Source: an optimization exercise on an open RTL-to-GDS flow (aim: small area, a short achievable clock period and few clock cycles per item). Production flows keep margins and buffers that such runs may drop.
The RTL was checked by simulation tests, not by an equivalence proof against the original design.
Power and IR drop assume default switching activity.

## rev 12
## priority_ordered_list
module priority_ordered_list (
    input  wire logic          clk,
    input  wire logic          rst_n,
    input  wire logic          req_valid,
    output logic               req_ready,
    input  wire pol_pkg::req_t req,
    output logic               rsp_valid,
    input  wire logic          rsp_ready,
    output pol_pkg::rsp_t      rsp
);
    localparam int N  = 32;
    localparam int KW = 24;    
    localparam int HW = 8;     
    logic [N*KW-1:0] keys;
    logic [N*HW-1:0] hnds;
    logic [N-1:0]    valid;
    logic [5:0]      count;
    logic [N-1:0]    fg;
    logic [N-1:0]    fm;
    logic [N-1:0]    fh;
    logic            d_v;
    logic [1:0]      d_op;
    logic [HW-1:0]   d_h;
    logic [KW-1:0]   d_k;
    logic [5:0]      d_idx;
    logic            e_v;
    logic [1:0]      e_op;
    logic [HW-1:0]   e_h;
    logic [KW-1:0]   e_k;
    logic [5:0]      e_idx;
    logic [N-1:0]    e_oh;       
    logic            e_multi;    
    logic            e_first;    
    logic [4:0]      hold_pos;
    logic [KW-1:0]   hold_k;
    logic            hv;
    logic            tv;
    logic [47:0]     h_rsp;
    logic [47:0]     t_rsp;
    logic            rr_dv;      
    logic            exec;
    logic            e_ins;
    logic            e_rem;
    logic            e_rd;
    logic            full;
    logic            ins_go;
    logic            rem_go;
    logic            e_consume;
    logic            d_adv;
    logic [N-1:0]    first;
    logic [N-1:0]    ins_mark;
    logic [N-1:0]    ins_prev;
    logic [N-1:0]    take_prev;
    logic [N-1:0]    take_probe;
    logic [N-1:0]    take_next;
    logic [N-1:0]    take_hold;
    logic            found;
    assign exec      = e_v && !tv;
    assign e_ins     = (e_op == 2'd0);
    assign e_rem     = (e_op == 2'd1);
    assign e_rd      = (e_op == 2'd2);
    assign full      = valid[N-1];
    assign ins_go    = exec && e_ins && !full;
    assign rem_go    = exec && e_rem;
    assign e_consume = exec && !e_multi;
    assign d_adv     = !e_v || e_consume;
    assign first     = fh & ~{fh[N-2:0], 1'b0};
    assign found     = fh[N-1];
    assign ins_prev  = {fg[N-2:0], 1'b0};
    assign ins_mark  = fg & ~ins_prev;
    assign take_prev  = {N{ins_go}} & ins_prev;
  ...
clock: 7.0 ns
lec_check: 0
cap_margin: 25
core_margin: 2
core_utilization: 30
place_density: 0.42
setup_slack_margin: 3.0
slew_margin: 30
run.sh (not shown) runs the stock make flow with config.mk's settings and CLKGATE_MAP_FILE= SYNTH_SCRIPT=/design/flow/synth_recipe.tcl, a recipe that flattens the netlist after the stock synthesis.
Rev 12 finished every step from synthesis to the final layout, and the layout passed the timing, DRC and antenna checks.
Testbench counts of rev 12, summed over its fixed seeds: cycles 12,272, items 12,000.
For rev 13, these inputs were changed with respect to rev 12:
--- a/flow/design.v
+++ b/flow/design.v
@@ -63,20 +63,26 @@
     output pol_pkg::rsp_t      rsp
 );
     localparam int N  = 32;
     localparam int KW = 24;    
     localparam int HW = 8;     
     logic [N*KW-1:0] keys;
     logic [N*HW-1:0] hnds;
     logic [N-1:0]    valid;
     logic [5:0]      count;
     logic [N-1:0]    fg;
+    logic [N-1:0]    fgr;
+    logic            sh_ins;     
+    logic            sh_rem;     
+    logic [4:0]      sh_pos;
+    logic            sh_gp;      
+    logic            sh_top;     
     logic [N-1:0]    fm;
     logic [N-1:0]    fh;
     logic            d_v;
     logic [1:0]      d_op;
     logic [HW-1:0]   d_h;
     logic [KW-1:0]   d_k;
     logic [5:0]      d_idx;
     logic            e_v;
     logic [1:0]      e_op;
     logic [HW-1:0]   e_h;
@@ -113,20 +119,44 @@
     assign e_ins     = (e_op == 2'd0);
     assign e_rem     = (e_op == 2'd1);
     assign e_rd      = (e_op == 2'd2);
     assign full      = valid[N-1];
     assign ins_go    = exec && e_ins && !full;
     assign rem_go    = exec && e_rem;
     assign e_consume = exec && !e_multi;
     assign d_adv     = !e_v || e_consume;
     assign first     = fh & ~{fh[N-2:0], 1'b0};
     assign found     = fh[N-1];
+    always_comb
+    begin
+        logic [N:0] up;
+        up = {sh_top, fgr};
+        for (int i = 0; i < N; i++)
+        begin
+            if (sh_ins && (5'(i) > sh_pos))
+            begin
+                fg[i] = (i > 0) ? up[(i > 0) ? i-1 : 0] : 1'b0;
+            end
+            else if (sh_ins && (5'(i) == sh_pos))
+            begin
+                fg[i] = sh_gp;
+            end
+            else if (sh_rem && (5'(i) >= sh_pos))
+            begin
+                fg[i] = up[i+1];
+            end
+            else
+            begin
+                fg[i] = up[i];
+            end
+        end
+    end
     assign ins_prev  = {fg[N-2:0], 1'b0};
     assign ins_mark  = fg & ~ins_prev;
     assign take_prev  = {N{ins_go}} & ins_prev;
     assign take_probe = {N{ins_go}} & ins_mark;
     assign take_next  = {N{rem_go}} & fh;
     assign take_hold  = ~(take_prev | take_probe | take_next);
     function automatic logic lt24(input logic [KW-1:0] a, input logic [KW-1:0] b);
         logic [KW-1:0] g;
         logic [KW-1:0] p;
         g = ~a & b;
@@ -203,65 +233,58 @@
                                f[3*i] | f[3*(i+s)]};
             end
         end
         cm_1 = c[0];
         cm_2 = c[1];
         fm_3 = f[2];
     end
     logic [N*KW-1:0] keys_n;
     logic [N*HW-1:0] hnds_n;
     logic [N-1:0]    valid_n;
-    logic [N-1:0]    fg_n;
     logic [N-1:0]    fm_n;
     logic [N-1:0]    fh_n;
     logic [N*KW-1:0] keys_l;
     logic [N*HW-1:0] hnds_l;
     logic [N-1:0]    valid_l;
-    logic [N-1:0]    g_l;
     logic [N-1:0]    m_l;
     logic [N-1:0]    h_l;
     logic [N*KW-1:0] keys_r;
     logic [N*HW-1:0] hnds_r;
     logic [N-1:0]    valid_r;
-    logic [N-1:0]    g_r;
     logic [N-1:0]    m_r;
     logic [N-1:0]    h_r;
     logic            h_kill;
     assign keys_l  = {keys[(N-1)*KW-1:0], {KW{1'b0}}};
     assign hnds_l  = {hnds[(N-1)*HW-1:0], {HW{1'b0}}};
     assign valid_l = {valid[N-2:0], 1'b0};
-    assign g_l     = {cg[N-2:0], 1'b0};
     assign m_l     = {src_m[N-2:0], 1'b0};
     assign h_l     = {src_h[N-2:0], 1'b0} | {N{cm_p}};
     assign keys_r  = {{KW{1'b0}}, keys[N*KW-1:KW]};
     assign hnds_r  = {{HW{1'b0}}, hnds[N*HW-1:HW]};
     assign valid_r = {1'b0, valid[N-1:1]};
-    assign g_r     = {1'b1, cg[N-1:1]};
     assign m_r     = {1'b0, src_m[N-1:1]};
     assign h_r     = {src_h[N-1], src_h[N-1:1]};
     assign h_kill  = d_adv && rem_go && cm_p;
     always_comb
     begin
         for (int i = 0; i < N; i++)
         begin
             keys_n[i*KW +: KW] = ({KW{take_prev[i]}}  & keys_l[i*KW +: KW]) |
                                  ({KW{take_probe[i]}} & e_k) |
                                  ({KW{take_next[i]}}  & keys_r[i*KW +: KW]) |
                                  ({KW{take_hold[i]}}  & keys[i*KW +: KW]);
             hnds_n[i*HW +: HW] = ({HW{take_prev[i]}}  & hnds_l[i*HW +: HW]) |
                                  ({HW{take_probe[i]}} & e_h) |
                                  ({HW{take_next[i]}}  & hnds_r[i*HW +: HW]) |
                                  ({HW{take_hold[i]}}  & hnds[i*HW +: HW]);
             valid_n[i] = (take_prev[i] & valid_l[i]) | take_probe[i] |
                          (take_next[i] & valid_r[i]) | (take_hold[i] & valid[i]);
-            fg_n[i]    = (take_prev[i] & g_l[i]) | (take_probe[i] & cg_p) |
-                         (take_next[i] & g_r[i]) | (take_hold[i] & cg[i]);
             fm_n[i]    = (take_prev[i] & m_l[i]) | (take_probe[i] & cm_p) |
                          (take_next[i] & m_r[i]) | (take_hold[i] & src_m[i]);
             fh_n[i]    = ((take_prev[i] | take_probe[i]) & h_l[i]) |
                          (take_next[i] & h_r[i] & !h_kill) | (take_hold[i] & src_h[i]);
         end
     end
     logic [N-1:0]    rd_sel;
     logic [N-1:0]    out_sel;
     logic [N-1:0]    pos_sel;
     logic [4:0]      enc;
@@ -403,21 +426,26 @@
                 hv <= tv || e_consume;
             end
         end
     end
     always_ff @(posedge clk)
     begin
         keys <= keys_n;
         hnds <= hnds_n;
         if (d_adv)
         begin
-            fg <= fg_n & {N{d_op == 2'd0}};
+            fgr    <= cg & {N{d_op == 2'd0}};
+            sh_ins <= ins_go;
+            sh_rem <= rem_go && found;
+            sh_pos <= enc;
+            sh_gp  <= cg_p && (d_op == 2'd0);
+            sh_top <= (d_op == 2'd0);
         end
         fm   <= fm_n;
         fh   <= fh_n & {N{nx_rem}};
         if (d_load)
         begin
             d_op  <= req.op;
             d_h   <= req.handle;
             d_k   <= {req.prio, req.sort_key};
             d_idx <= req.index;
         end
Findings:
Rev 12 -> rev 13: global placement routability congestion increased by a few percent
In rev 13 the fraction of power consumed by the clock network turned out 0.2 points higher than in rev 12.
Relative to rev 12, maximum cell stage delay along the critical path decreased by 0.12 ns in rev 13.
Looking at detailed-routed wire length on met2 across rev 12 and rev 13, the one that comes out lower is rev 12.
Compared with rev 12, rev 13 shows number of flip-flops and latches that has gone up slightly.
Delta (rev 13 minus rev 12): slack of the worst reg-to-reg path rose 0.12 ns; synthesis-to-finish area growth fell 1.5 points; design area rose 2.7%; count of clock-buffer cells in the layout rose 27; minimum setup slack after placement rose 0.95 ns.
Testbench counts of rev 13, summed over its fixed seeds: cycles 12,272, items 12,000.

---

== onyx ==
priority_ordered_list with an RTL version that a note above also has.
For scale: roughly 9900 cells after synthesis, roughly 1400 flip-flops, roughly 94 I/O pins, about 0.082 mm^2 of cells after synthesis.
Design priority_ordered_list, start of the top module:
module priority_ordered_list (
    input  wire logic          clk,
    input  wire logic          rst_n,
    input  wire logic          req_valid,
    output logic               req_ready,
    input  wire pol_pkg::req_t req,
    output logic               rsp_valid,
    input  wire logic          rsp_ready,
    output pol_pkg::rsp_t      rsp
);
make LEC_CHECK=0 CAP_MARGIN=50 CORE_MARGIN=2 CORE_UTILIZATION=30 PLACE_DENSITY=0.42 SETUP_SLACK_MARGIN=3.0 SLEW_MARGIN=65 finish   # period 7.0 ns
Testbench counts of onyx, summed over its fixed seeds: cycles 12,272, items 12,000.
The following lists how sierra was set up differently from onyx:
-- flow/design.v --
<<< onyx, line 79
    logic [N-1:0]    fm;
    logic [N-1:0]    fh;
    logic            d_v;
    logic [1:0]      d_op;
>>> sierra, line 79
    logic [N-1:0]    fm;
    logic [N-1:0]    fh;
    logic            a_v;
    logic [1:0]      a_op;
    logic [HW-1:0]   a_h;
    logic [KW-1:0]   a_k;
    logic [5:0]      a_idx;
    logic            d_v;
    logic [1:0]      d_op;
<<< onyx, line 99
    logic [47:0]     t_rsp;
    logic            rr_dv;      
    logic            exec;
    logic            e_ins;
>>> sierra, line 104
    logic [47:0]     t_rsp;
    logic            rr_dv;      
    logic            xg;         
    logic            xm;         
    logic            exec;
    logic            e_ins;
<<< onyx, line 205
    end
    assign ch    = prefix_or(cm);
    assign cg_p  = lt24(d_k, e_k);
    assign cm_p  = (d_h == e_h);
    assign e_rest   = fm & ~first;
    assign e_rest_h = prefix_or(e_rest);
>>> sierra, line 212
    end
    assign ch    = prefix_or(cm);
    assign cg_p  = xg;
    assign cm_p  = xm;
    assign e_rest   = fm & ~first;
    assign e_rest_h = prefix_or(e_rest);
<<< onyx, line 364
    end
    logic pop;
    logic d_load;
    logic d_v_n;
    logic e_v_n;
>>> sierra, line 371
    end
    logic pop;
    logic a_load;
    logic a_v_n;
    logic d_take;
    logic d_v_n;
    logic e_v_n;
<<< onyx, line 371
    logic nx_rem;
    assign req_ready = rr_dv || (!tv && !e_multi);
    assign d_load    = req_valid && req_ready;
    assign pop       = hv && rsp_ready;
    assign rsp_valid = hv;
    assign rsp       = h_rsp;
    assign d_v_n  = d_load || (d_v && !d_adv);
    assign nx_rem = d_adv ? (d_op == 2'd1) : e_rem;
    assign e_v_n = d_adv ? d_v : e_v;
>>> sierra, line 380
    logic nx_rem;
    assign req_ready = rr_dv || (!tv && !e_multi);
    assign a_load    = req_valid && req_ready;
    assign pop       = hv && rsp_ready;
    assign rsp_valid = hv;
    assign rsp       = h_rsp;
    assign d_take = !d_v || d_adv;
    assign a_v_n  = a_load || (a_v && !d_take);
    assign d_v_n  = d_take ? a_v : d_v;
    assign nx_rem = d_adv ? (d_op == 2'd1) : e_rem;
    assign e_v_n = d_adv ? d_v : e_v;
<<< onyx, line 397
            valid   <= '0;
            count   <= '0;
            d_v     <= 1'b0;
            e_v     <= 1'b0;
>>> sierra, line 408
            valid   <= '0;
            count   <= '0;
            a_v     <= 1'b0;
            d_v     <= 1'b0;
            e_v     <= 1'b0;
<<< onyx, line 409
            valid   <= valid_n;
            count   <= count_n;
            d_v     <= d_v_n;
            e_v     <= e_v_n;
            e_multi <= e_multi_n;
            rr_dv   <= !d_v_n || !e_v_n;
            tv      <= tv_n;
            if (d_adv)
>>> sierra, line 421
            valid   <= valid_n;
            count   <= count_n;
            a_v     <= a_v_n;
            d_v     <= d_v_n;
            e_v     <= e_v_n;
            e_multi <= e_multi_n;
            rr_dv   <= !a_v_n || !d_v_n || !e_v_n;
            tv      <= tv_n;
            if (d_adv)
<<< onyx, line 443
        fm   <= fm_n;
        fh   <= fh_n & {N{nx_rem}};
        if (d_load)
        begin
            d_op  <= req.op;
            d_h   <= req.handle;
            d_k   <= {req.prio, req.sort_key};
            d_idx <= req.index;
        end
        if (d_adv)
>>> sierra, line 456
        fm   <= fm_n;
        fh   <= fh_n & {N{nx_rem}};
        if (a_load)
        begin
            a_op  <= req.op;
            a_h   <= req.handle;
            a_k   <= {req.prio, req.sort_key};
            a_idx <= req.index;
        end
        if (d_take)
        begin
            d_op  <= a_op;
            d_h   <= a_h;
            d_k   <= a_k;
            d_idx <= a_idx;
        end
        if (d_take)
        begin
            xg <= d_adv ? (a_k < d_k) : (a_k < e_k);
            xm <= d_adv ? (a_h == d_h) : (a_h == e_h);
        end
        if (d_adv)
Findings:
onyx -> sierra: sequential power increased by a few percent
Compared with onyx, sierra has less setup slack.
sierra vs. onyx: power share of the combinational group went up, met1 wire length saw a decrease, clock power roughly the same.
[compare] base=onyx new=sierra: synthesized area went up about 0.47%, total wirelength of the detailed-routed design now sits at about the same level.
Register count in sierra is higher than in onyx.
Mux cell area share after synthesis across onyx and sierra: no real change.
Number of global-route vias before repair in sierra is 474 below onyx.
In terms of number of instances in the placed design, sierra and onyx differ only marginally.
In the final reports, the cell area of sierra is larger than that of onyx.
Testbench counts of sierra, summed over its fixed seeds: cycles 12,280, items 12,000.

## static timing again, ports no longer ideal
No port has a modelled driver above. Below, the same layouts with a new extraction and two added sets of constraints.
Step 1 sets driving cells, clkbuf_16 on the clock port and buf_2 on the other inputs (assumed; they add their load-dependent delay and slew).
Step 2, shift: input delay + t, output delay - t, t = (earliest + latest rising clock arrival at the registers) / 2. This alone moves slack from input paths to output paths.
a / b / c = ideal ports / drivers / drivers and shift; a / b = the first two.
run	shift t [ns]	setup slack, ns	cell pins on the clock port's net
rev 12	0.987	2.723 / 2.723 / 2.723	1
rev 13	1.016	2.847 / 2.847 / 2.690	1
onyx	1.028	2.843 / 2.843 / 2.843	1
sierra	1.006	2.779 / 2.779 / 2.779	1
After both steps every run listed still meets setup and hold. The setup slack of rev 13, which loses most, moves by 0.000 ns with the drivers and by -0.157 ns with both steps.
